Source: an optimization exercise on an open RTL-to-GDS flow (aim: small area, a short achievable clock period and few clock cycles). Production flows keep margins and buffers that such runs may drop. Function was checked by simulation only, so behaviour that the tests miss may differ from the original. Power figures rest on the tool's default switching activity, not on a simulated workload.

==> design/flow/design.v <==
package coprocessador_pkg;
  localparam int DATA_W_DEF = 8;
  localparam int N_MAX_DEF = 5;
  localparam logic [2:0] OP_ADD = 3'b000;
  localparam logic [2:0] OP_SUB = 3'b001;
  localparam logic [2:0] OP_OPO = 3'b010;
  localparam logic [2:0] OP_MUL = 3'b011;
  localparam logic [2:0] OP_TRN = 3'b100;
  localparam logic [2:0] OP_UNS = 3'b101;
  localparam logic [2:0] OP_SCL = 3'b110;
  localparam logic [2:0] OP_CLR = 3'b111;
endpackage
import coprocessador_pkg::*;
module elemento_alu
#(
  parameter int DATA_W = DATA_W_DEF
) (
  input  logic [DATA_W-1:0] i_a,     
  input  logic [DATA_W-1:0] i_b,     
  input  logic [DATA_W-1:0] i_t,     
  input  logic              i_neg,   
  input  logic              i_sub,   
  input  logic              i_ar,    
  input  logic              i_tr,    
  input  logic              i_pa,    
  output logic [DATA_W-1:0] o_y,
  output logic              o_ovf
);
  logic [DATA_W-1:0] w_x, w_y;
  logic [DATA_W:0] w_s;
  logic w_c7;
  always_comb begin
    w_x = i_a ^ {DATA_W{i_neg}};
    w_y = (i_b ^ {DATA_W{i_sub}}) & {DATA_W{!i_neg}};
    w_s = {1'b0, w_x} + {1'b0, w_y} + (DATA_W+1)'(i_sub | i_neg);
    w_c7 = w_x[DATA_W-1] ^ w_y[DATA_W-1] ^ w_s[DATA_W-1];
    o_y = ({DATA_W{i_ar}} & w_s[DATA_W-1:0]) | ({DATA_W{i_tr}} & i_t) | ({DATA_W{i_pa}} & i_a);
    o_ovf = i_ar && (w_s[DATA_W] != w_c7);
  end
endmodule
module dot5 (input logic [39:0] a, input logic [39:0] b, output logic [7:0] y, output logic ovf);
  wire t1, t2;
  wire t3, t4;
  wire t5, t6;
  wire t7, t8;
  wire t9, t10;
  wire t11, t12;
  wire t13, t14;
  wire t15, t16;
  wire t17, t18;
  wire t19, t20;
  wire t21, t22;
  wire t23, t24;
  wire t25, t26;
  wire t27, t28;
  wire t29, t30;
  wire t31, t32;
  wire t33, t34;
  wire t35, t36;
  wire t37, t38;
  wire t39, t40;
  wire t41, t42;
  wire t43, t44;
  wire t45, t46;
  wire t47, t48;
  wire t49, t50;
  wire t51, t52;
  wire t53, t54;
  wire t55, t56;
  wire t57, t58;
  wire t59, t60;
  wire t61, t62;
  wire t63, t64;
  wire t65, t66;
  wire t67, t68;
  wire t69, t70;
  wire t71, t72;
  wire t73, t74;
  wire t75, t76;
  wire t77, t78;
  wire t79, t80;
  wire t81, t82;
  wire t83, t84;
  wire t85, t86;
  wire t87, t88;
  wire t89, t90;
  wire t91, t92;
  wire t93, t94;
  wire t95, t96;
  wire t97, t98;
  wire t99, t100;
  wire t101, t102;
  wire t103, t104;
  wire t105, t106;
  wire t107, t108;
  wire t109, t110;
  wire t111, t112;
  wire t113, t114;
  wire t115, t116;
  wire t117, t118;
  wire t119, t120;
  wire t121, t122;
  wire t123, t124;
  wire t125, t126;
  wire t127, t128;
  wire t129, t130;
  wire t131, t132;
  wire t133, t134;
  wire t135, t136;
  wire t137, t138;
  wire t139, t140;
  wire t141, t142;
  wire t143, t144;
  wire t145, t146;
  wire t147, t148;
  wire t149, t150;
  wire t151, t152;
  wire t153, t154;
  wire t155, t156;
  wire t157, t158;
  wire t159, t160;
  wire t161, t162;
  wire t163, t164;
  wire t165, t166;
  wire t167, t168;
  wire t169, t170;
  wire t171, t172;
  wire t173, t174;
  wire t175, t176;
  wire t177, t178;
  wire t179, t180;
  wire t181, t182;
  wire t183, t184;
  wire t185, t186;
  wire t187, t188;
  wire t189, t190;
  wire t191, t192;
  wire t193, t194;
  wire t195, t196;
  wire t197, t198;
  wire t199, t200;
  wire t201, t202;
  wire t203, t204;
  wire t205, t206;
  wire t207, t208;
  wire t209, t210;
  wire t211, t212;
  wire t213, t214;
  wire t215, t216;
  wire t217, t218;
  wire t219, t220;
  wire t221, t222;
  wire t223, t224;
  wire t225, t226;
  wire t227, t228;
  wire t229, t230;
  wire t231, t232;
  wire t233, t234;
  wire t235, t236;
  wire t237, t238;
  wire t239, t240;
  wire t241, t242;
  wire t243, t244;
  wire t245, t246;
  wire t247, t248;
  wire t249, t250;
  wire t251, t252;
  wire t253, t254;
  wire t255, t256;
  wire t257, t258;
  wire t259, t260;
  wire t261, t262;
  wire t263, t264;
  wire t265, t266;
  wire t267, t268;
  wire t269, t270;
  wire t271, t272;
  wire t273, t274;
  wire t275, t276;
  wire t277, t278;
  wire t279, t280;
  wire t281, t282;
  wire t283, t284;
  wire t285, t286;
  wire t287, t288;
  wire t289, t290;
  wire t291, t292;
  wire t293, t294;
  wire t295, t296;
  wire t297, t298;
  wire t299, t300;
  wire t301, t302;
  wire t303, t304;
  wire t305, t306;
  wire t307, t308;
  wire t309, t310;
  wire t311, t312;
  wire t313, t314;
  wire t315, t316;
  wire t317, t318;
  wire t319, t320;
  wire t321, t322;
  wire t323, t324;
  wire t325, t326;
  wire t327, t328;
  wire t329, t330;
  wire t331, t332;
  wire t333, t334;
  wire t335, t336;
  wire t337, t338;
  wire t339, t340;
  wire t341, t342;
  wire t343, t344;
  wire t345, t346;
  wire t347, t348;
  wire t349, t350;
  wire t351, t352;
  wire t353, t354;
  wire t355, t356;
  wire t357, t358;
  wire t359, t360;
  wire t361, t362;
  wire t363, t364;
  wire t365, t366;
  wire t367, t368;
  wire t369, t370;
  wire t371, t372;
  wire t373, t374;
  wire t375, t376;
  wire t377, t378;
  wire t379, t380;
  wire t381, t382;
  wire t383, t384;
  wire t385, t386;
  wire t387, t388;
  wire t389, t390;
  wire t391, t392;
  wire t393, t394;
  wire t395, t396;
  wire t397, t398;
  wire t399, t400;
  wire t401, t402;
  wire t403, t404;
  wire t405, t406;
  wire t407, t408;
  wire t409, t410;
  wire t411, t412;
  wire t413, t414;
  wire t415, t416;
  wire t417, t418;
  wire t419, t420;
  wire t421, t422;
  wire t423, t424;
  wire t425, t426;
  wire t427, t428;
  wire t429, t430;
  wire t431, t432;
  wire t433, t434;
  wire t435, t436;
  wire t437, t438;
  wire t439, t440;
  wire t441, t442;
  wire t443, t444;
  wire t445, t446;
  wire t447, t448;
  wire t449, t450;
  wire t451, t452;
  wire t453, t454;
  wire t455, t456;
  wire t457, t458;
  wire t459, t460;
  wire t461, t462;
  wire t463, t464;
  wire t465, t466;
  wire t467, t468;
  wire t469, t470;
  wire t471, t472;
  wire t473, t474;
  wire t475, t476;
  wire t477, t478;
  wire t479, t480;
  wire t481, t482;
  wire t483, t484;
  wire t485, t486;
  wire t487, t488;
  wire t489, t490;
  wire t491, t492;
  wire t493, t494;
  wire t495, t496;
  wire t497, t498;
  wire t499, t500;
  wire t501, t502;
  wire t503, t504;
  wire t505, t506;
  wire t507, t508;
  wire t509, t510;
  wire t511, t512;
  wire t513, t514;
  wire t515, t516;
  wire t517, t518;
  wire t519, t520;
  wire t521, t522;
  wire t523, t524;
  wire t525, t526;
  wire t527, t528;
  wire t529, t530;
  wire t531, t532;
  wire t533, t534;
  wire t535, t536;
  wire t537, t538;
  wire t539, t540;
  wire t541, t542;
  wire t543, t544;
  wire t545, t546;
  wire t547, t548;
  wire t549, t550;
  wire t551, t552;
  wire t553, t554;
  wire t555, t556;
  wire t557, t558;
  wire t559, t560;
  wire t561, t562;
  wire t563, t564;
  wire t565, t566;
  wire t567, t568;
  wire t569, t570;
  wire t571, t572;
  wire t573, t574;
  wire t575, t576;
  wire t577, t578;
  wire t579, t580;
  wire t581, t582;
  wire t583, t584;
  wire t585, t586;
  wire t587, t588;
  wire t589, t590;
  wire t591, t592;
  wire t593, t594;
  wire t595, t596;
  wire t597, t598;
  wire t599, t600;
  wire t601, t602;
  wire t603, t604;
  wire t605, t606;
  wire t607, t608;
  wire t609, t610;
  wire t611, t612;
  wire t613, t614;
  wire t615, t616;
  wire t617, t618;
  assign {t2, t1} = {1'b0, (a[0] & b[5])} + {1'b0, (a[1] & b[4])} + {1'b0, (a[2] & b[3])};
  assign {t4, t3} = {1'b0, (a[0] & b[6])} + {1'b0, (a[1] & b[5])} + {1'b0, (a[2] & b[4])};
  assign {t6, t5} = {1'b0, (a[3] & b[3])} + {1'b0, (a[4] & b[2])} + {1'b0, (a[5] & b[1])};
  assign {t8, t7} = {1'b0, (a[6] & b[0])} + {1'b0, (a[8] & b[14])} + {1'b0, (a[9] & b[13])};
  assign {t10, t9} = {1'b0, (a[10] & b[12])} + {1'b0, (a[11] & b[11])} + {1'b0, (a[12] & b[10])};
  assign {t12, t11} = {1'b0, ~(a[0] & b[7])} + {1'b0, (a[1] & b[6])} + {1'b0, (a[2] & b[5])};
  assign {t14, t13} = {1'b0, (a[3] & b[4])} + {1'b0, (a[4] & b[3])} + {1'b0, (a[5] & b[2])};
  assign {t16, t15} = {1'b0, (a[6] & b[1])} + {1'b0, ~(a[7] & b[0])} + {1'b0, ~(a[8] & b[15])};
  assign {t18, t17} = {1'b0, (a[9] & b[14])} + {1'b0, (a[10] & b[13])} + {1'b0, (a[11] & b[12])};
  assign {t20, t19} = {1'b0, (a[12] & b[11])} + {1'b0, (a[13] & b[10])} + {1'b0, (a[14] & b[9])};
  assign {t22, t21} = {1'b0, ~(a[15] & b[8])} + {1'b0, ~(a[16] & b[23])} + {1'b0, (a[17] & b[22])};
  assign {t24, t23} = {1'b0, (a[18] & b[21])} + {1'b0, (a[19] & b[20])} + {1'b0, (a[20] & b[19])};
  assign {t26, t25} = {1'b0, (a[21] & b[18])} + {1'b0, (a[22] & b[17])} + {1'b0, ~(a[23] & b[16])};
  assign {t28, t27} = {1'b0, ~(a[24] & b[31])} + {1'b0, (a[25] & b[30])};
  assign {t30, t29} = {1'b0, ~(a[1] & b[7])} + {1'b0, (a[2] & b[6])} + {1'b0, (a[3] & b[5])};
  assign {t32, t31} = {1'b0, (a[4] & b[4])} + {1'b0, (a[5] & b[3])} + {1'b0, (a[6] & b[2])};
  assign {t34, t33} = {1'b0, ~(a[7] & b[1])} + {1'b0, ~(a[9] & b[15])} + {1'b0, (a[10] & b[14])};
  assign {t36, t35} = {1'b0, (a[11] & b[13])} + {1'b0, (a[12] & b[12])} + {1'b0, (a[13] & b[11])};
  assign {t38, t37} = {1'b0, (a[14] & b[10])} + {1'b0, ~(a[15] & b[9])} + {1'b0, ~(a[17] & b[23])};
  assign {t40, t39} = {1'b0, (a[18] & b[22])} + {1'b0, (a[19] & b[21])} + {1'b0, (a[20] & b[20])};
  assign {t42, t41} = {1'b0, (a[21] & b[19])} + {1'b0, (a[22] & b[18])} + {1'b0, ~(a[23] & b[17])};
  assign {t44, t43} = {1'b0, ~(a[25] & b[31])} + {1'b0, (a[26] & b[30])} + {1'b0, (a[27] & b[29])};
  assign {t46, t45} = {1'b0, (a[28] & b[28])} + {1'b0, (a[29] & b[27])};
  assign {t48, t47} = {1'b0, ~(a[2] & b[7])} + {1'b0, (a[3] & b[6])} + {1'b0, (a[4] & b[5])};
  assign {t50, t49} = {1'b0, (a[5] & b[4])} + {1'b0, (a[6] & b[3])} + {1'b0, ~(a[7] & b[2])};
  assign {t52, t51} = {1'b0, ~(a[10] & b[15])} + {1'b0, (a[11] & b[14])} + {1'b0, (a[12] & b[13])};
  assign {t54, t53} = {1'b0, (a[13] & b[12])} + {1'b0, (a[14] & b[11])} + {1'b0, ~(a[15] & b[10])};
  assign {t56, t55} = {1'b0, ~(a[18] & b[23])} + {1'b0, (a[19] & b[22])} + {1'b0, (a[20] & b[21])};
  assign {t58, t57} = {1'b0, (a[21] & b[20])} + {1'b0, (a[22] & b[19])};
  assign {t60, t59} = {1'b0, ~(a[3] & b[7])} + {1'b0, (a[4] & b[6])} + {1'b0, (a[5] & b[5])};
  assign {t62, t61} = {1'b0, (a[6] & b[4])} + {1'b0, ~(a[7] & b[3])} + {1'b0, ~(a[11] & b[15])};
  assign {t64, t63} = {1'b0, (a[0] & b[3])} + {1'b0, (a[1] & b[2])};
  assign {t66, t65} = {1'b0, (a[0] & b[4])} + {1'b0, (a[1] & b[3])} + {1'b0, (a[2] & b[2])};
  assign {t68, t67} = {1'b0, (a[3] & b[1])} + {1'b0, (a[4] & b[0])} + {1'b0, (a[8] & b[12])};
  assign {t70, t69} = {1'b0, (a[9] & b[11])} + {1'b0, (a[10] & b[10])} + {1'b0, (a[11] & b[9])};
  assign {t72, t71} = {1'b0, (a[12] & b[8])} + {1'b0, (a[16] & b[20])};
  assign {t74, t73} = {1'b0, (a[3] & b[2])} + {1'b0, (a[4] & b[1])} + {1'b0, (a[5] & b[0])};
  assign {t76, t75} = {1'b0, (a[8] & b[13])} + {1'b0, (a[9] & b[12])} + {1'b0, (a[10] & b[11])};
  assign {t78, t77} = {1'b0, (a[11] & b[10])} + {1'b0, (a[12] & b[9])} + {1'b0, (a[13] & b[8])};
  assign {t80, t79} = {1'b0, (a[16] & b[21])} + {1'b0, (a[17] & b[20])} + {1'b0, (a[18] & b[19])};
  assign {t82, t81} = {1'b0, (a[19] & b[18])} + {1'b0, (a[20] & b[17])} + {1'b0, (a[21] & b[16])};
  assign {t84, t83} = {1'b0, (a[24] & b[29])} + {1'b0, (a[25] & b[28])} + {1'b0, (a[26] & b[27])};
  assign {t86, t85} = {1'b0, (a[27] & b[26])} + {1'b0, (a[28] & b[25])};
  assign {t88, t87} = {1'b0, (a[13] & b[9])} + {1'b0, (a[14] & b[8])} + {1'b0, (a[16] & b[22])};
  assign {t90, t89} = {1'b0, (a[17] & b[21])} + {1'b0, (a[18] & b[20])} + {1'b0, (a[19] & b[19])};
  assign {t92, t91} = {1'b0, (a[20] & b[18])} + {1'b0, (a[21] & b[17])} + {1'b0, (a[22] & b[16])};
  assign {t94, t93} = {1'b0, (a[24] & b[30])} + {1'b0, (a[25] & b[29])} + {1'b0, (a[26] & b[28])};
  assign {t96, t95} = {1'b0, (a[27] & b[27])} + {1'b0, (a[28] & b[26])} + {1'b0, (a[29] & b[25])};
  assign {t98, t97} = {1'b0, (a[30] & b[24])} + {1'b0, (a[32] & b[38])} + {1'b0, (a[33] & b[37])};
  assign {t100, t99} = {1'b0, (a[34] & b[36])} + {1'b0, (a[35] & b[35])} + {1'b0, (a[36] & b[34])};
  assign {t102, t101} = {1'b0, (a[37] & b[33])} + {1'b0, (a[38] & b[32])} + {1'b0, t2};
  assign {t104, t103} = {1'b0, (a[26] & b[29])} + {1'b0, (a[27] & b[28])} + {1'b0, (a[28] & b[27])};
  assign {t106, t105} = {1'b0, (a[29] & b[26])} + {1'b0, (a[30] & b[25])} + {1'b0, ~(a[31] & b[24])};
  assign {t108, t107} = {1'b0, ~(a[32] & b[39])} + {1'b0, (a[33] & b[38])} + {1'b0, (a[34] & b[37])};
  assign {t110, t109} = {1'b0, (a[35] & b[36])} + {1'b0, (a[36] & b[35])} + {1'b0, (a[37] & b[34])};
  assign {t112, t111} = {1'b0, (a[38] & b[33])} + {1'b0, ~(a[39] & b[32])} + {1'b0, 1'b1};
  assign {t114, t113} = {1'b0, t4} + {1'b0, t6} + {1'b0, t8};
  assign {t116, t115} = {1'b0, t10} + {1'b0, t11} + {1'b0, t13};
  assign {t118, t117} = {1'b0, t15} + {1'b0, t17} + {1'b0, t19};
  assign {t120, t119} = {1'b0, t21} + {1'b0, t23};
  assign {t122, t121} = {1'b0, (a[30] & b[26])} + {1'b0, ~(a[31] & b[25])} + {1'b0, ~(a[33] & b[39])};
  assign {t124, t123} = {1'b0, (a[34] & b[38])} + {1'b0, (a[35] & b[37])} + {1'b0, (a[36] & b[36])};
  assign {t126, t125} = {1'b0, (a[37] & b[35])} + {1'b0, (a[38] & b[34])} + {1'b0, ~(a[39] & b[33])};
  assign {t128, t127} = {1'b0, 1'b1} + {1'b0, t12} + {1'b0, t14};
  assign {t130, t129} = {1'b0, t16} + {1'b0, t18} + {1'b0, t20};
  assign {t132, t131} = {1'b0, t22} + {1'b0, t24} + {1'b0, t26};
  assign {t134, t133} = {1'b0, t28} + {1'b0, t29} + {1'b0, t31};
  assign {t136, t135} = {1'b0, t33} + {1'b0, t35} + {1'b0, t37};
  assign {t138, t137} = {1'b0, t39} + {1'b0, t41} + {1'b0, t43};
  assign {t140, t139} = {1'b0, ~(a[23] & b[18])} + {1'b0, ~(a[26] & b[31])} + {1'b0, (a[27] & b[30])};
  assign {t142, t141} = {1'b0, (a[28] & b[29])} + {1'b0, (a[29] & b[28])} + {1'b0, (a[30] & b[27])};
  assign {t144, t143} = {1'b0, ~(a[31] & b[26])} + {1'b0, ~(a[34] & b[39])} + {1'b0, (a[35] & b[38])};
  assign {t146, t145} = {1'b0, (a[36] & b[37])} + {1'b0, (a[37] & b[36])} + {1'b0, (a[38] & b[35])};
  assign {t148, t147} = {1'b0, ~(a[39] & b[34])} + {1'b0, t30} + {1'b0, t32};
  assign {t150, t149} = {1'b0, t34} + {1'b0, t36} + {1'b0, t38};
  assign {t152, t151} = {1'b0, t40} + {1'b0, t42} + {1'b0, t44};
  assign {t154, t153} = {1'b0, t46} + {1'b0, t47} + {1'b0, t49};
  assign {t156, t155} = {1'b0, t51} + {1'b0, t53} + {1'b0, t55};
  assign {t158, t157} = {1'b0, (a[12] & b[14])} + {1'b0, (a[13] & b[13])} + {1'b0, (a[14] & b[12])};
  assign {t160, t159} = {1'b0, ~(a[15] & b[11])} + {1'b0, ~(a[19] & b[23])} + {1'b0, (a[20] & b[22])};
  assign {t162, t161} = {1'b0, (a[21] & b[21])} + {1'b0, (a[22] & b[20])} + {1'b0, ~(a[23] & b[19])};
  assign {t164, t163} = {1'b0, ~(a[27] & b[31])} + {1'b0, (a[28] & b[30])} + {1'b0, (a[29] & b[29])};
  assign {t166, t165} = {1'b0, (a[30] & b[28])} + {1'b0, ~(a[31] & b[27])} + {1'b0, ~(a[35] & b[39])};
  assign {t168, t167} = {1'b0, (a[36] & b[38])} + {1'b0, (a[37] & b[37])} + {1'b0, (a[38] & b[36])};
  assign {t170, t169} = {1'b0, ~(a[39] & b[35])} + {1'b0, 1'b1} + {1'b0, t48};
  assign {t172, t171} = {1'b0, t50} + {1'b0, t52} + {1'b0, t54};
  assign {t174, t173} = {1'b0, t56} + {1'b0, t58} + {1'b0, t59};
  assign {t176, t175} = {1'b0, ~(a[4] & b[7])} + {1'b0, (a[5] & b[6])} + {1'b0, (a[6] & b[5])};
  assign {t178, t177} = {1'b0, ~(a[7] & b[4])} + {1'b0, ~(a[12] & b[15])} + {1'b0, (a[13] & b[14])};
  assign {t180, t179} = {1'b0, (a[14] & b[13])} + {1'b0, ~(a[15] & b[12])} + {1'b0, ~(a[20] & b[23])};
  assign {t182, t181} = {1'b0, (a[21] & b[22])} + {1'b0, (a[22] & b[21])} + {1'b0, ~(a[23] & b[20])};
  assign {t184, t183} = {1'b0, ~(a[28] & b[31])} + {1'b0, (a[29] & b[30])} + {1'b0, (a[30] & b[29])};
  assign {t186, t185} = {1'b0, ~(a[31] & b[28])} + {1'b0, ~(a[36] & b[39])} + {1'b0, (a[37] & b[38])};
  assign {t188, t187} = {1'b0, ~(a[5] & b[7])} + {1'b0, (a[6] & b[6])} + {1'b0, ~(a[7] & b[5])};
  assign {t190, t189} = {1'b0, (a[0] & b[2])} + {1'b0, (a[1] & b[1])} + {1'b0, (a[2] & b[0])};
  assign {t192, t191} = {1'b0, (a[2] & b[1])} + {1'b0, (a[3] & b[0])} + {1'b0, (a[8] & b[11])};
  assign {t194, t193} = {1'b0, (a[9] & b[10])} + {1'b0, (a[10] & b[9])} + {1'b0, (a[11] & b[8])};
  assign {t196, t195} = {1'b0, (a[16] & b[19])} + {1'b0, (a[17] & b[18])} + {1'b0, (a[18] & b[17])};
  assign {t198, t197} = {1'b0, (a[19] & b[16])} + {1'b0, (a[24] & b[27])};
  assign {t200, t199} = {1'b0, (a[17] & b[19])} + {1'b0, (a[18] & b[18])} + {1'b0, (a[19] & b[17])};
  assign {t202, t201} = {1'b0, (a[20] & b[16])} + {1'b0, (a[24] & b[28])} + {1'b0, (a[25] & b[27])};
  assign {t204, t203} = {1'b0, (a[26] & b[26])} + {1'b0, (a[27] & b[25])} + {1'b0, (a[28] & b[24])};
  assign {t206, t205} = {1'b0, (a[32] & b[36])} + {1'b0, (a[33] & b[35])} + {1'b0, (a[34] & b[34])};
  assign {t208, t207} = {1'b0, (a[35] & b[33])} + {1'b0, (a[36] & b[32])} + {1'b0, t64};
  assign {t210, t209} = {1'b0, (a[29] & b[24])} + {1'b0, (a[32] & b[37])} + {1'b0, (a[33] & b[36])};
  assign {t212, t211} = {1'b0, (a[34] & b[35])} + {1'b0, (a[35] & b[34])} + {1'b0, (a[36] & b[33])};
  assign {t214, t213} = {1'b0, (a[37] & b[32])} + {1'b0, t1} + {1'b0, t66};
  assign {t216, t215} = {1'b0, t68} + {1'b0, t70} + {1'b0, t72};
  assign {t218, t217} = {1'b0, t73} + {1'b0, t75} + {1'b0, t77};
  assign {t220, t219} = {1'b0, t79} + {1'b0, t81};
  assign {t222, t221} = {1'b0, t3} + {1'b0, t5} + {1'b0, t7};
  assign {t224, t223} = {1'b0, t9} + {1'b0, t74} + {1'b0, t76};
  assign {t226, t225} = {1'b0, t78} + {1'b0, t80} + {1'b0, t82};
  assign {t228, t227} = {1'b0, t84} + {1'b0, t86} + {1'b0, t87};
  assign {t230, t229} = {1'b0, t89} + {1'b0, t91} + {1'b0, t93};
  assign {t232, t231} = {1'b0, t95} + {1'b0, t97} + {1'b0, t99};
  assign {t234, t233} = {1'b0, t25} + {1'b0, t27} + {1'b0, t88};
  assign {t236, t235} = {1'b0, t90} + {1'b0, t92} + {1'b0, t94};
  assign {t238, t237} = {1'b0, t96} + {1'b0, t98} + {1'b0, t100};
  assign {t240, t239} = {1'b0, t102} + {1'b0, t103} + {1'b0, t105};
  assign {t242, t241} = {1'b0, t107} + {1'b0, t109} + {1'b0, t111};
  assign {t244, t243} = {1'b0, t113} + {1'b0, t115} + {1'b0, t117};
  assign {t246, t245} = {1'b0, t45} + {1'b0, t104} + {1'b0, t106};
  assign {t248, t247} = {1'b0, t108} + {1'b0, t110} + {1'b0, t112};
  assign {t250, t249} = {1'b0, t114} + {1'b0, t116} + {1'b0, t118};
  assign {t252, t251} = {1'b0, t120} + {1'b0, t121} + {1'b0, t123};
  assign {t254, t253} = {1'b0, t125} + {1'b0, t127} + {1'b0, t129};
  assign {t256, t255} = {1'b0, t131} + {1'b0, t133} + {1'b0, t135};
  assign {t258, t257} = {1'b0, t57} + {1'b0, t122} + {1'b0, t124};
  assign {t260, t259} = {1'b0, t126} + {1'b0, t128} + {1'b0, t130};
  assign {t262, t261} = {1'b0, t132} + {1'b0, t134} + {1'b0, t136};
  assign {t264, t263} = {1'b0, t138} + {1'b0, t139} + {1'b0, t141};
  assign {t266, t265} = {1'b0, t143} + {1'b0, t145} + {1'b0, t147};
  assign {t268, t267} = {1'b0, t149} + {1'b0, t151} + {1'b0, t153};
  assign {t270, t269} = {1'b0, t61} + {1'b0, t140} + {1'b0, t142};
  assign {t272, t271} = {1'b0, t144} + {1'b0, t146} + {1'b0, t148};
  assign {t274, t273} = {1'b0, t150} + {1'b0, t152} + {1'b0, t154};
  assign {t276, t275} = {1'b0, t156} + {1'b0, t157} + {1'b0, t159};
  assign {t278, t277} = {1'b0, t161} + {1'b0, t163} + {1'b0, t165};
  assign {t280, t279} = {1'b0, t167} + {1'b0, t169} + {1'b0, t171};
  assign {t282, t281} = {1'b0, (a[38] & b[37])} + {1'b0, ~(a[39] & b[36])} + {1'b0, t60};
  assign {t284, t283} = {1'b0, t62} + {1'b0, t158} + {1'b0, t160};
  assign {t286, t285} = {1'b0, t162} + {1'b0, t164} + {1'b0, t166};
  assign {t288, t287} = {1'b0, t168} + {1'b0, t170} + {1'b0, t172};
  assign {t290, t289} = {1'b0, t174} + {1'b0, t175} + {1'b0, t177};
  assign {t292, t291} = {1'b0, t179} + {1'b0, t181} + {1'b0, t183};
  assign {t294, t293} = {1'b0, ~(a[13] & b[15])} + {1'b0, (a[14] & b[14])} + {1'b0, ~(a[15] & b[13])};
  assign {t296, t295} = {1'b0, ~(a[21] & b[23])} + {1'b0, (a[22] & b[22])} + {1'b0, ~(a[23] & b[21])};
  assign {t298, t297} = {1'b0, ~(a[29] & b[31])} + {1'b0, (a[30] & b[30])} + {1'b0, ~(a[31] & b[29])};
  assign {t300, t299} = {1'b0, ~(a[37] & b[39])} + {1'b0, (a[38] & b[38])} + {1'b0, ~(a[39] & b[37])};
  assign {t302, t301} = {1'b0, t176} + {1'b0, t178} + {1'b0, t180};
  assign {t304, t303} = {1'b0, t182} + {1'b0, t184} + {1'b0, t186};
  assign {t306, t305} = {1'b0, ~(a[6] & b[7])} + {1'b0, ~(a[7] & b[6])} + {1'b0, ~(a[14] & b[15])};
  assign {t308, t307} = {1'b0, ~(a[15] & b[14])} + {1'b0, ~(a[22] & b[23])} + {1'b0, ~(a[23] & b[22])};
  assign {t310, t309} = {1'b0, (a[0] & b[1])} + {1'b0, (a[1] & b[0])};
  assign {t312, t311} = {1'b0, (a[8] & b[10])} + {1'b0, (a[9] & b[9])} + {1'b0, (a[10] & b[8])};
  assign {t314, t313} = {1'b0, (a[16] & b[18])} + {1'b0, (a[17] & b[17])} + {1'b0, (a[18] & b[16])};
  assign {t316, t315} = {1'b0, (a[24] & b[26])} + {1'b0, (a[25] & b[25])};
  assign {t318, t317} = {1'b0, (a[25] & b[26])} + {1'b0, (a[26] & b[25])} + {1'b0, (a[27] & b[24])};
  assign {t320, t319} = {1'b0, (a[32] & b[35])} + {1'b0, (a[33] & b[34])} + {1'b0, (a[34] & b[33])};
  assign {t322, t321} = {1'b0, (a[35] & b[32])} + {1'b0, t63} + {1'b0, t190};
  assign {t324, t323} = {1'b0, t191} + {1'b0, t193};
  assign {t326, t325} = {1'b0, t65} + {1'b0, t67} + {1'b0, t69};
  assign {t328, t327} = {1'b0, t71} + {1'b0, t192} + {1'b0, t194};
  assign {t330, t329} = {1'b0, t196} + {1'b0, t198} + {1'b0, t199};
  assign {t332, t331} = {1'b0, t201} + {1'b0, t203} + {1'b0, t205};
  assign {t334, t333} = {1'b0, t83} + {1'b0, t85} + {1'b0, t200};
  assign {t336, t335} = {1'b0, t202} + {1'b0, t204} + {1'b0, t206};
  assign {t338, t337} = {1'b0, t208} + {1'b0, t209} + {1'b0, t211};
  assign {t340, t339} = {1'b0, t213} + {1'b0, t215} + {1'b0, t217};
  assign {t342, t341} = {1'b0, t101} + {1'b0, t210} + {1'b0, t212};
  assign {t344, t343} = {1'b0, t214} + {1'b0, t216} + {1'b0, t218};
  assign {t346, t345} = {1'b0, t220} + {1'b0, t221} + {1'b0, t223};
  assign {t348, t347} = {1'b0, t225} + {1'b0, t227} + {1'b0, t229};
  assign {t350, t349} = {1'b0, t119} + {1'b0, t222} + {1'b0, t224};
  assign {t352, t351} = {1'b0, t226} + {1'b0, t228} + {1'b0, t230};
  assign {t354, t353} = {1'b0, t232} + {1'b0, t233} + {1'b0, t235};
  assign {t356, t355} = {1'b0, t237} + {1'b0, t239} + {1'b0, t241};
  assign {t358, t357} = {1'b0, t137} + {1'b0, t234} + {1'b0, t236};
  assign {t360, t359} = {1'b0, t238} + {1'b0, t240} + {1'b0, t242};
  assign {t362, t361} = {1'b0, t244} + {1'b0, t245} + {1'b0, t247};
  assign {t364, t363} = {1'b0, t249} + {1'b0, t251} + {1'b0, t253};
  assign {t366, t365} = {1'b0, t155} + {1'b0, t246} + {1'b0, t248};
  assign {t368, t367} = {1'b0, t250} + {1'b0, t252} + {1'b0, t254};
  assign {t370, t369} = {1'b0, t256} + {1'b0, t257} + {1'b0, t259};
  assign {t372, t371} = {1'b0, t261} + {1'b0, t263} + {1'b0, t265};
  assign {t374, t373} = {1'b0, t173} + {1'b0, t258} + {1'b0, t260};
  assign {t376, t375} = {1'b0, t262} + {1'b0, t264} + {1'b0, t266};
  assign {t378, t377} = {1'b0, t268} + {1'b0, t269} + {1'b0, t271};
  assign {t380, t379} = {1'b0, t273} + {1'b0, t275} + {1'b0, t277};
  assign {t382, t381} = {1'b0, t185} + {1'b0, t270} + {1'b0, t272};
  assign {t384, t383} = {1'b0, t274} + {1'b0, t276} + {1'b0, t278};
  assign {t386, t385} = {1'b0, t280} + {1'b0, t281} + {1'b0, t283};
  assign {t388, t387} = {1'b0, t285} + {1'b0, t287} + {1'b0, t289};
  assign {t390, t389} = {1'b0, t187} + {1'b0, t282} + {1'b0, t284};
  assign {t392, t391} = {1'b0, t286} + {1'b0, t288} + {1'b0, t290};
  assign {t394, t393} = {1'b0, t292} + {1'b0, t293} + {1'b0, t295};
  assign {t396, t395} = {1'b0, t297} + {1'b0, t299} + {1'b0, t301};
  assign {t398, t397} = {1'b0, ~(a[30] & b[31])} + {1'b0, ~(a[31] & b[30])} + {1'b0, ~(a[38] & b[39])};
  assign {t400, t399} = {1'b0, ~(a[39] & b[38])} + {1'b0, t188} + {1'b0, t294};
  assign {t402, t401} = {1'b0, t296} + {1'b0, t298} + {1'b0, t300};
  assign {t404, t403} = {1'b0, t302} + {1'b0, t304} + {1'b0, t305};
  assign {t406, t405} = {1'b0, (a[7] & b[7])} + {1'b0, (a[15] & b[15])} + {1'b0, (a[23] & b[23])};
  assign {t408, t407} = {1'b0, (a[8] & b[9])} + {1'b0, (a[9] & b[8])} + {1'b0, (a[16] & b[17])};
  assign {t410, t409} = {1'b0, (a[17] & b[16])} + {1'b0, (a[24] & b[25])};
  assign {t412, t411} = {1'b0, (a[26] & b[24])} + {1'b0, (a[32] & b[34])} + {1'b0, (a[33] & b[33])};
  assign {t414, t413} = {1'b0, (a[34] & b[32])} + {1'b0, t189} + {1'b0, t310};
  assign {t416, t415} = {1'b0, t311} + {1'b0, t313};
  assign {t418, t417} = {1'b0, t195} + {1'b0, t197} + {1'b0, t312};
  assign {t420, t419} = {1'b0, t314} + {1'b0, t316} + {1'b0, t317};
  assign {t422, t421} = {1'b0, t319} + {1'b0, t321} + {1'b0, t323};
  assign {t424, t423} = {1'b0, t207} + {1'b0, t318} + {1'b0, t320};
  assign {t426, t425} = {1'b0, t322} + {1'b0, t324} + {1'b0, t325};
  assign {t428, t427} = {1'b0, t327} + {1'b0, t329} + {1'b0, t331};
  assign {t430, t429} = {1'b0, t219} + {1'b0, t326} + {1'b0, t328};
  assign {t432, t431} = {1'b0, t330} + {1'b0, t332} + {1'b0, t333};
  assign {t434, t433} = {1'b0, t335} + {1'b0, t337} + {1'b0, t339};
  assign {t436, t435} = {1'b0, t231} + {1'b0, t334} + {1'b0, t336};
  assign {t438, t437} = {1'b0, t338} + {1'b0, t340} + {1'b0, t341};
  assign {t440, t439} = {1'b0, t343} + {1'b0, t345} + {1'b0, t347};
  assign {t442, t441} = {1'b0, t243} + {1'b0, t342} + {1'b0, t344};
  assign {t444, t443} = {1'b0, t346} + {1'b0, t348} + {1'b0, t349};
  assign {t446, t445} = {1'b0, t351} + {1'b0, t353} + {1'b0, t355};
  assign {t448, t447} = {1'b0, t255} + {1'b0, t350} + {1'b0, t352};
  assign {t450, t449} = {1'b0, t354} + {1'b0, t356} + {1'b0, t357};
  assign {t452, t451} = {1'b0, t359} + {1'b0, t361} + {1'b0, t363};
  assign {t454, t453} = {1'b0, t267} + {1'b0, t358} + {1'b0, t360};
  assign {t456, t455} = {1'b0, t362} + {1'b0, t364} + {1'b0, t365};
  assign {t458, t457} = {1'b0, t367} + {1'b0, t369} + {1'b0, t371};
  assign {t460, t459} = {1'b0, t279} + {1'b0, t366} + {1'b0, t368};
  assign {t462, t461} = {1'b0, t370} + {1'b0, t372} + {1'b0, t373};
  assign {t464, t463} = {1'b0, t375} + {1'b0, t377} + {1'b0, t379};
  assign {t466, t465} = {1'b0, t291} + {1'b0, t374} + {1'b0, t376};
  assign {t468, t467} = {1'b0, t378} + {1'b0, t380} + {1'b0, t381};
  assign {t470, t469} = {1'b0, t383} + {1'b0, t385} + {1'b0, t387};
  assign {t472, t471} = {1'b0, t303} + {1'b0, t382} + {1'b0, t384};
  assign {t474, t473} = {1'b0, t386} + {1'b0, t388} + {1'b0, t389};
  assign {t476, t475} = {1'b0, t391} + {1'b0, t393} + {1'b0, t395};
  assign {t478, t477} = {1'b0, t307} + {1'b0, t390} + {1'b0, t392};
  assign {t480, t479} = {1'b0, t394} + {1'b0, t396} + {1'b0, t397};
  assign {t482, t481} = {1'b0, t399} + {1'b0, t401} + {1'b0, t403};
  assign {t484, t483} = {1'b0, (a[31] & b[31])} + {1'b0, (a[39] & b[39])} + {1'b0, t306};
  assign {t486, t485} = {1'b0, t308} + {1'b0, t398} + {1'b0, t400};
  assign {t488, t487} = {1'b0, t402} + {1'b0, t404} + {1'b0, t405};
  assign {t490, t489} = {1'b0, (a[0] & b[0])} + {1'b0, (a[8] & b[8])};
  assign {t492, t491} = {1'b0, (a[25] & b[24])} + {1'b0, (a[32] & b[33])} + {1'b0, (a[33] & b[32])};
  assign {t494, t493} = {1'b0, t309} + {1'b0, t407};
  assign {t496, t495} = {1'b0, t315} + {1'b0, t408} + {1'b0, t410};
  assign {t498, t497} = {1'b0, t411} + {1'b0, t413} + {1'b0, t415};
  assign {t500, t499} = {1'b0, t412} + {1'b0, t414} + {1'b0, t416};
  assign {t502, t501} = {1'b0, t417} + {1'b0, t419} + {1'b0, t421};
  assign {t504, t503} = {1'b0, t418} + {1'b0, t420} + {1'b0, t422};
  assign {t506, t505} = {1'b0, t423} + {1'b0, t425} + {1'b0, t427};
  assign {t508, t507} = {1'b0, t424} + {1'b0, t426} + {1'b0, t428};
  assign {t510, t509} = {1'b0, t429} + {1'b0, t431} + {1'b0, t433};
  assign {t512, t511} = {1'b0, t430} + {1'b0, t432} + {1'b0, t434};
  assign {t514, t513} = {1'b0, t435} + {1'b0, t437} + {1'b0, t439};
  assign {t516, t515} = {1'b0, t436} + {1'b0, t438} + {1'b0, t440};
  assign {t518, t517} = {1'b0, t441} + {1'b0, t443} + {1'b0, t445};
  assign {t520, t519} = {1'b0, t442} + {1'b0, t444} + {1'b0, t446};
  assign {t522, t521} = {1'b0, t447} + {1'b0, t449} + {1'b0, t451};
  assign {t524, t523} = {1'b0, t448} + {1'b0, t450} + {1'b0, t452};
  assign {t526, t525} = {1'b0, t453} + {1'b0, t455} + {1'b0, t457};
  assign {t528, t527} = {1'b0, t454} + {1'b0, t456} + {1'b0, t458};
  assign {t530, t529} = {1'b0, t459} + {1'b0, t461} + {1'b0, t463};
  assign {t532, t531} = {1'b0, t460} + {1'b0, t462} + {1'b0, t464};
  assign {t534, t533} = {1'b0, t465} + {1'b0, t467} + {1'b0, t469};
  assign {t536, t535} = {1'b0, t466} + {1'b0, t468} + {1'b0, t470};
  assign {t538, t537} = {1'b0, t471} + {1'b0, t473} + {1'b0, t475};
  assign {t540, t539} = {1'b0, t472} + {1'b0, t474} + {1'b0, t476};
  assign {t542, t541} = {1'b0, t477} + {1'b0, t479} + {1'b0, t481};
  assign {t544, t543} = {1'b0, t478} + {1'b0, t480} + {1'b0, t482};
  assign {t546, t545} = {1'b0, t483} + {1'b0, t485} + {1'b0, t487};
  assign {t548, t547} = {1'b0, 1'b1} + {1'b0, t406} + {1'b0, t484};
  assign {t550, t549} = {1'b0, t486} + {1'b0, t488};
  assign {t552, t551} = {1'b0, (a[16] & b[16])} + {1'b0, (a[24] & b[24])};
  assign {t554, t553} = {1'b0, t409} + {1'b0, t490} + {1'b0, t491};
  assign {t556, t555} = {1'b0, t492} + {1'b0, t494} + {1'b0, t495};
  assign {t558, t557} = {1'b0, t496} + {1'b0, t498} + {1'b0, t499};
  assign {t560, t559} = {1'b0, t500} + {1'b0, t502} + {1'b0, t503};
  assign {t562, t561} = {1'b0, t504} + {1'b0, t506} + {1'b0, t507};
  assign {t564, t563} = {1'b0, t508} + {1'b0, t510} + {1'b0, t511};
  assign {t566, t565} = {1'b0, t512} + {1'b0, t514} + {1'b0, t515};
  assign {t568, t567} = {1'b0, t516} + {1'b0, t518} + {1'b0, t519};
  assign {t570, t569} = {1'b0, t520} + {1'b0, t522} + {1'b0, t523};
  assign {t572, t571} = {1'b0, t524} + {1'b0, t526} + {1'b0, t527};
  assign {t574, t573} = {1'b0, t528} + {1'b0, t530} + {1'b0, t531};
  assign {t576, t575} = {1'b0, t532} + {1'b0, t534} + {1'b0, t535};
  assign {t578, t577} = {1'b0, t536} + {1'b0, t538} + {1'b0, t539};
  assign {t580, t579} = {1'b0, t540} + {1'b0, t542} + {1'b0, t543};
  assign {t582, t581} = {1'b0, t544} + {1'b0, t546} + {1'b0, t547};
  assign {t584, t583} = {1'b0, 1'b1} + {1'b0, t548};
  assign {t586, t585} = {1'b0, (a[32] & b[32])} + {1'b0, t489};
  assign {t588, t587} = {1'b0, t493} + {1'b0, t552} + {1'b0, t553};
  assign {t590, t589} = {1'b0, t497} + {1'b0, t554} + {1'b0, t555};
  assign {t592, t591} = {1'b0, t501} + {1'b0, t556} + {1'b0, t557};
  assign {t594, t593} = {1'b0, t505} + {1'b0, t558} + {1'b0, t559};
  assign {t596, t595} = {1'b0, t509} + {1'b0, t560} + {1'b0, t561};
  assign {t598, t597} = {1'b0, t513} + {1'b0, t562} + {1'b0, t563};
  assign {t600, t599} = {1'b0, t517} + {1'b0, t564} + {1'b0, t565};
  assign {t602, t601} = {1'b0, t521} + {1'b0, t566} + {1'b0, t567};
  assign {t604, t603} = {1'b0, t525} + {1'b0, t568} + {1'b0, t569};
  assign {t606, t605} = {1'b0, t529} + {1'b0, t570} + {1'b0, t571};
  assign {t608, t607} = {1'b0, t533} + {1'b0, t572} + {1'b0, t573};
  assign {t610, t609} = {1'b0, t537} + {1'b0, t574} + {1'b0, t575};
  assign {t612, t611} = {1'b0, t541} + {1'b0, t576} + {1'b0, t577};
  assign {t614, t613} = {1'b0, t545} + {1'b0, t578} + {1'b0, t579};
  assign {t616, t615} = {1'b0, t549} + {1'b0, t580} + {1'b0, t581};
  assign {t618, t617} = {1'b0, t550} + {1'b0, t582} + {1'b0, t583};
  wire [17:0] r0 = {t584, t616, t614, t612, t610, t608, t606, t604, t602, t600, t598, t596, t594, t592, t590, t588, t586, t551};
  wire [17:0] r1 = {t618, t617, t615, t613, t611, t609, t607, t605, t603, t601, t599, t597, t595, t593, t591, t589, t587, t585};
  wire [8:0] lo = {1'b0, r0[7:0]} + {1'b0, r1[7:0]};
  assign y = {~lo[7], lo[6:0]};
  wire [9:0] xh = r0[17:8], yh = r1[17:8];
  wire [9:0] hx = xh ^ yh;
  wire [9:0] ho = xh | yh;
  wire zhi = &(hx[9:1] ~^ ho[8:0]);
  assign ovf = !(zhi && (hx[0] == lo[8]));
endmodule
import coprocessador_pkg::*;
module coprocessador_param
#(
  parameter int DATA_W = DATA_W_DEF,
  parameter int N_MAX = N_MAX_DEF,
  localparam int M_W = N_MAX*N_MAX*DATA_W
) (
  input  logic           clk,
  input  logic           rst,
  input  logic           start,
  input  logic [2:0]     tamanho,
  input  logic [2:0]     op,
  input  logic [M_W-1:0] matriz1,
  input  logic [M_W-1:0] matriz2,
  output logic [M_W-1:0] matrizresult,
  output logic           overflow,
  output logic           erro,
  output logic           busy,
  output logic           done
);
  typedef logic [DATA_W-1:0] elem_t;
  logic r_busy, r_done, r_erro;
  logic [N_MAX-1:0] r_ovf_l, r_ovf_m;    
  logic [N_MAX-1:0] r_row, r_last, r_colv;
  elem_t r_res [N_MAX][N_MAX];
  elem_t r_b [N_MAX][N_MAX];
  logic w_bad, w_seq, w_neg, w_sub, w_ar, w_tr, w_pa;
  logic [N_MAX-1:0] w_v, w_last;
  always_comb begin
    w_bad = (tamanho < 3'd2) || (tamanho > 3'(N_MAX)) || (op == OP_UNS);
    w_seq = !w_bad && (op == OP_MUL || op == OP_SCL);
    w_neg = op == OP_OPO;
    w_sub = op == OP_SUB;
    w_ar = op == OP_ADD || op == OP_SUB || op == OP_OPO;
    w_tr = op == OP_TRN;
    w_pa = op == OP_MUL || op == OP_SCL;
    for (int x = 0; x < N_MAX; x++) begin
      w_v[x] = !w_bad && (3'(x) < tamanho);
      w_last[x] = (3'(x+1) == tamanho);
    end
  end
  elem_t w_lane [N_MAX][N_MAX];
  logic [N_MAX-1:0] w_lovf [N_MAX];
  logic [N_MAX-1:0] w_lrow;
  for (genvar g = 0; g < N_MAX; g++) begin : g_lr
    for (genvar h = 0; h < N_MAX; h++) begin : g_lc
      logic w_en;
      assign w_en = w_v[g] && w_v[h];
      elemento_alu #(.DATA_W(DATA_W)) u_alu (
        .i_a(matriz1[(g*N_MAX+h)*DATA_W +: DATA_W]),
        .i_b(matriz2[(g*N_MAX+h)*DATA_W +: DATA_W]),
        .i_t(matriz1[(h*N_MAX+g)*DATA_W +: DATA_W]),
        .i_neg(w_neg),
        .i_sub(w_sub),
        .i_ar(w_en && w_ar),
        .i_tr(w_en && w_tr),
        .i_pa(w_en && w_pa),
        .o_y(w_lane[g][h]),
        .o_ovf(w_lovf[g][h])
      );
    end
    assign w_lrow[g] = |w_lovf[g];
  end
  logic [N_MAX*DATA_W-1:0] w_arow;
  elem_t w_dot [N_MAX];
  logic [N_MAX-1:0] w_dovf, w_dovf_raw;
  for (genvar k = 0; k < N_MAX; k++) begin : g_ar
    assign w_arow[k*DATA_W +: DATA_W] = r_res[0][k];
  end
  for (genvar h = 0; h < N_MAX; h++) begin : g_dot
    logic [N_MAX*DATA_W-1:0] w_bcol;
    for (genvar k = 0; k < N_MAX; k++) begin : g_k
      assign w_bcol[k*DATA_W +: DATA_W] = r_b[k][h];
    end
    dot5 u_dot (.a(w_arow), .b(w_bcol), .y(w_dot[h]), .ovf(w_dovf_raw[h]));
    assign w_dovf[h] = r_colv[h] && w_dovf_raw[h];
  end
  always_ff @(posedge clk) begin
    if (rst) begin
      r_busy <= 1'b0;
      r_done <= 1'b0;
      r_ovf_l <= '0;
      r_ovf_m <= '0;
      r_erro <= 1'b0;
      r_row <= '0;
      r_last <= '0;
      r_colv <= '0;
      for (int x = 0; x < N_MAX; x++)
        for (int y = 0; y < N_MAX; y++)
          r_res[x][y] <= '0;
    end else if (!r_busy) begin
      if (start) begin
        r_busy <= 1'b1;
        r_done <= !w_seq;
        r_ovf_l <= w_lrow;
        r_ovf_m <= '0;
        r_erro <= w_bad;
        r_row <= N_MAX'(1);
        r_last <= w_last;
        r_colv <= w_v;
        for (int x = 0; x < N_MAX; x++)
          for (int y = 0; y < N_MAX; y++)
            r_res[x][y] <= w_lane[x][y];
      end
    end else if (r_done) begin
      r_busy <= 1'b0;
      r_done <= 1'b0;
    end else begin
      r_row <= {r_row[N_MAX-2:0], 1'b0};
      r_done <= |(r_row & r_last);
      r_ovf_m <= r_ovf_m | w_dovf;
      for (int x = 0; x < N_MAX; x++)
        for (int y = 0; y < N_MAX; y++)
          if (r_last[x]) r_res[x][y] <= r_colv[y] ? w_dot[y] : '0;
          else r_res[x][y] <= (x < N_MAX-1) ? r_res[(x+1)%N_MAX][y] : '0;
    end
  end
  always_ff @(posedge clk) begin
    if (!r_busy)
      for (int x = 0; x < N_MAX; x++)
        for (int y = 0; y < N_MAX; y++)
          if (op == OP_SCL)
            r_b[x][y] <= (x == y) ? matriz2[DATA_W-1:0] : '0;
          else
            r_b[x][y] <= matriz2[(x*N_MAX+y)*DATA_W +: DATA_W];
  end
  for (genvar g = 0; g < N_MAX; g++) begin : g_row
    for (genvar h = 0; h < N_MAX; h++) begin : g_col
      assign matrizresult[(g*N_MAX+h)*DATA_W +: DATA_W] = r_res[g][h];
    end
  end
  assign overflow = |{r_ovf_l, r_ovf_m};
  assign erro = r_erro;
  assign busy = r_busy;
  assign done = r_done;
endmodule
==> design/flow/run.sh <==
#!/bin/bash
# synth_recipe.tcl (not shown) runs the flow's synth.tcl, then flattens the netlist and writes it again
# the make line also repeats each setting of config.mk as NAME=value (left out here)
make -C /OpenROAD-flow-scripts/flow DESIGN_CONFIG=/design/flow/config.mk WORK_HOME=/design/flow/orfs CLKGATE_MAP_FILE= SYNTH_SCRIPT=/design/flow/synth_recipe.tcl finish
==> design/flow/config.mk <==
export PLATFORM = sky130hd
export DESIGN_NAME = coprocessador_param
export DESIGN_NICKNAME = coprocessador_param
export VERILOG_FILES = /design/flow/design.v
export SDC_FILE = /design/flow/constraint.sdc
export NUM_CORES = 4
export LEC_CHECK = 0
export CAP_MARGIN = 20
export CORE_MARGIN = 2
export CORE_UTILIZATION = 55
export SETUP_SLACK_MARGIN = 5
export SLEW_MARGIN = 20
==> design/flow/constraint.sdc <==
create_clock -name core_clock -period 12.0 [get_ports {clk}]
set_input_delay 2.4000 -clock core_clock [delete_from_list [all_inputs] [get_ports {clk}]]
set_output_delay 2.4000 -clock core_clock [all_outputs]
set_load 0.01 [all_outputs]
==> run summary <==
-- sequential cells by signal, indices dropped and copies added (netlist names) --
signal,cells
r_ovf_m,5
r_done,1
r_ovf_l,5
r_erro,1
r_busy,1
r_colv,5
r_row,5
r_res,200
r_last,5
r_b,200
-- layout make-up --
class | count | share of cell area (%)
Inverter | 984 | 4.12
Clock inverter | 36 | 0.390
Antenna cell | 55 | 0.153
Tap cell | 1903 | 2.65
Multi-Input combinational cell | 6562 | 70.4
Clock buffer | 64 | 1.57
Sequential cell | 428 | 11.9
Timing Repair Buffer | 787 | 8.81
-- cell families (layout without fill, tap and decap cells) --
kind of cell	Yosys count	count (layout)	share of synthesized area (%)
mux	111	111	1.47
other cells	0	55	0
fa+ha+maj	1858	1858	43.4
xor+xnor	633	633	7.02
compound gates	1021	1021	9.07
simple gates	2939	2939	18.7
buf+inv	1431	1871	6.96
flops	428	428	13.4
-- final timing paths --
kind	startpoint	end
setup / recovery	tamanho[1]	r_res[21][3]
hold / removal	r_res[2][7]	r_res[2][7]
setup reg to reg	r_res[0][3]	r_res[16][7]
hold reg to reg	r_res[2][7]	r_res[2][7]
-- repair_timing --
item	CTS	global route
gates resized for setup	45	55
pin swaps	0	3
hold endpoints to repair	0	0
gates cloned	0	3
endpoints found under the setup margin	37	43
buffers inserted	1	35
-- worst reg2reg max path, stage by stage (launching register included) --
cell,delay [ns]
dfxtp_4,0.58
buf_6,0.36
nand2_1,0.16
fa_1,0.50
fa_1,0.51
fa_1,0.55
fa_1,0.48
fa_1,0.53
fa_1,0.55
fa_1,0.57
inv_1,0.05
ha_1,0.32
or2_2,0.32
o311ai_0,0.11
xor2_1,0.22
and2_4,0.32
mux2i_1,0.13
a2111oi_0,0.49
-- layout by cell type (no fill, tap or decap), types with 81 or more instances in the layout --
master,count
fa_1,1480
and2_1,1165
inv_1,982
nand2_1,865
clkdlybuf4s50_1,611
nor2_1,526
ha_1,378
xnor2_1,337
xor2_1,291
a21oi_1,209
edfxtp_1,200
o21ai_0,192
dfxtp_1,184
buf_4,112
nor3_1,103
nand3_1,82
a222oi_1,81
-- layer usage --
metal  global-route usage (%)  vias to the layer above
met3                     26.9                     1796
met5                    0.165                        -
met1                     65.2                    35615
met4                     45.7                       60
met2                     73.7                     6592
li1                         -                    27777
-- stage by stage --
step                util, %  total power, mW  instance area, um^2
finish                 62.7             24.8                89800
floorplan                 -             16.2                79100
CTS                    62.1             24.4                88900
global placement       60.8             21.9                87000
global route           62.7             27.1                89700
detailed placement     60.8             22.4                87000
-- report_power, final --
part	switching (mW)	internal, mW
combinational	12.0	8.97
clock	0.847	0.899
sequential	0.467	1.69
total	13.3	11.6
==> summary.log <==
INFO  outcome        outcome=finished clean
INFO  drt            route.met2.wl=159,000um
INFO  sta            setup_viol_count_final=0
INFO  grt            first_global_vias=72,696
INFO  critical_path  timing.critical_path.slowest_stage_cell=nor2_1
INFO  floorplan      ios=613
INFO  drt            dr_total_vias=71,840
INFO  cts            cts_htree_levels=2
INFO  run            maxCapViolCount=0
INFO  logic_synthesis synth_instances=8,421
INFO  cts            cts_hold_buffers=0
INFO  logic_synthesis postSynth.asyncResetShare=0%
INFO  logic_synthesis synth_largest_type_area_fraction=37.5%
INFO  drt            routed_via_density=6.64
INFO  sta            report.final.hold_viol_count=0
INFO  critical_path  timing.critical_path.fanout_max=18
INFO  hold_path      type_of_the_worst_min_delay_path=reg2reg
INFO  sta            maxClockFrequency=142MHz
INFO  finish         filler_cell_count=12,093
INFO  logic_synthesis synth_seq_cells=428
INFO  cts            clk_root_buffer_cell=clkbuf_16
INFO  drt            antenna_violating_nets_post_route=0
INFO  sta            fin_skew=0.0486ns
INFO  finish         fin_cells=10,819
INFO  placed_design  detailed_place_hpwl=313,000um
INFO  critical_path  critical_path_required=12.64ns
INFO  logic_synthesis synth_cell_types=90
INFO  sta            timing_max_transition_violations_final=0
INFO  drt            wire_per_inst=37.4um
INFO  critical_path  most_used_cell_along_the_critical_path=nor2_1
INFO  drt            postRouteWirelength=405,000um
INFO  critical_path  timing.critical_path.arrival=7.67ns
INFO  logic_synthesis yosysTopAreaCell=fa_1
INFO  logic_synthesis syn_area_per_cell=9.39um^2
INFO  grt            grt_pass1_wl=556,000um
INFO  placed_design  post-place-ws=4.09ns
INFO  logic_synthesis synth.yosys.warnings=9
INFO  cts            clock_sink_count=428
INFO  sta            timing.hold.ws=0.459ns
INFO  sta            worst_slew_margin_rel=9.26%
INFO  sta            finalCritPeriodShare=58.6%
INFO  finish         number_of_nets_in_the_layout=11,083
INFO  sta            worst-slew-pin-transition=1.36ns
INFO  critical_path  timing.critical_path.buf_inv=2
INFO  critical_path  timing_worst_setup_path_type=in2reg
INFO  critical_path  cpLargestDelayFamily=simple AND/OR/NAND/NOR gates
INFO  critical_path  crit_path_max_incr_delay=1.07ns
INFO  floorplan      die-area=0.147mm^2
INFO  finish         area_growth_syn_to_layout=13.5%
INFO  grt            grt_max_degree=148
INFO  placed_design  io_buffer_count=612
INFO  pwr            max-vdd-ir-drop=1.19mV
INFO  logic_synthesis syn_nets=10,688
INFO  sta            post-route-min-period=7.03ns
INFO  floorplan      chipHeight=383um
INFO  finish         regArea=0.0107mm^2
INFO  critical_path  worstSetupStartpointType=primary input
INFO  logic_synthesis yosys.cell_count.top_type=fa_1
INFO  cts            clkLatencyLatePin=0.73ns
INFO  drt            wl_met3=67,500um
INFO  critical_path  timing.critical_path.cells=clkdlybuf4s50_1 -> inv_1 -> ha_1 -> nand2b_1 -> nand4_1 -> nor2_1 -> a22oi_1 -> o221ai_1 -> o21ai_0 -> nor2_1
INFO  drt            drcViolationCount=0
INFO  critical_path  reg2reg_slack=5.09ns
INFO  logic_synthesis synth-main-ff-cell=dfxtp_1
INFO  finish         drive_gt1_share=4.95%
INFO  cts            cts_tree=built
INFO  sta            fin_tns_setup=0ns
INFO  cts            clk_transition_reported_paths=0.08ns
INFO  placed_design  gp_congestion=1.14
INFO  grt            globalRouteTotalUtil=54.8%
INFO  floorplan      chipWidth=383um
INFO  logic_synthesis syn_area=0.0791mm^2
INFO  critical_path  reg2regPathDepth=17
INFO  logic_synthesis yosys-top-cells-count=1,480 x fa_1, 1,167 x and2_1, 983 x inv_1
INFO  logic_synthesis synth_edf_count=200
INFO  logic_synthesis post_synth_main_area_contributors=fa_1 37%, and2_1 9.2%, edfxtp_1 7.6%, ha_1 6.0%, dfxtp_1 5.8%
INFO  critical_path  cp-end-kind=register
INFO  drt            drt-met1-wl=134,000um
INFO  drt            drt-initial-drc-count=11,273
INFO  pwr            total_leakage_power=34.9nW
INFO  drt            drt_pre_antenna_iters=10
INFO  grt            grt.overflow.total=0
INFO  cts            ctsLongestPathBuffers=3
INFO  grt            number_of_antenna_violations_at_the_first_check_in_global_routing=75
INFO  floorplan      core-area=0.143mm^2
INFO  cts            cts-buffers-inserted=53
INFO  sta            grt_setup_unrepaired=false
INFO  placed_design  placed_cells_incl_taps=10,617
INFO  finish         multi_input_area=0.0632mm^2
INFO  drt            highest-signal-layer=met5
INFO  floorplan      fp-row-count=139
INFO  pwr            power-per-cell-area=277mW/mm^2
INFO  logic_synthesis synth_seq_area_share=13.4%
INFO  floorplan      floorplan.initialDensity=55.3%
INFO  critical_path  worstSetupPathDepth=10
INFO  hold_path      hold-path-cell-count=1
INFO  sta            setup_slack=4.97ns
Testbench counts, summed over its fixed seeds: cycles 5,825.

## static timing again, ports no longer ideal
In the flow no input, the clock included, has a driving cell. The finished layout below was timed again as built, in two steps. Step 1 sets driving cells, clkbuf_16 on the clock port and buf_2 on the other inputs (assumed; they add their load-dependent delay and slew). Step 2 moves the port delays by t, midway between the first and last clock arrival at a register: inputs arrive t later, outputs are due t later. That takes back most of the time a late clock gives input paths. Three values: ideal ports, drivers, drivers and shift; two values: the first two.
t (ns): 0.794
setup slack, ns: 4.968 / 5.028 / 4.234
latest minus earliest clock arrival (ns): 0.049 / 0.049
worst register clock-pin slew, ns: 0.08 / 0.08
cell pins on the clock port's net: 1
After both steps this run still meets setup and hold. For this run, drivers alone change the setup slack by +0.060 ns; drivers and shift together by -0.734 ns.
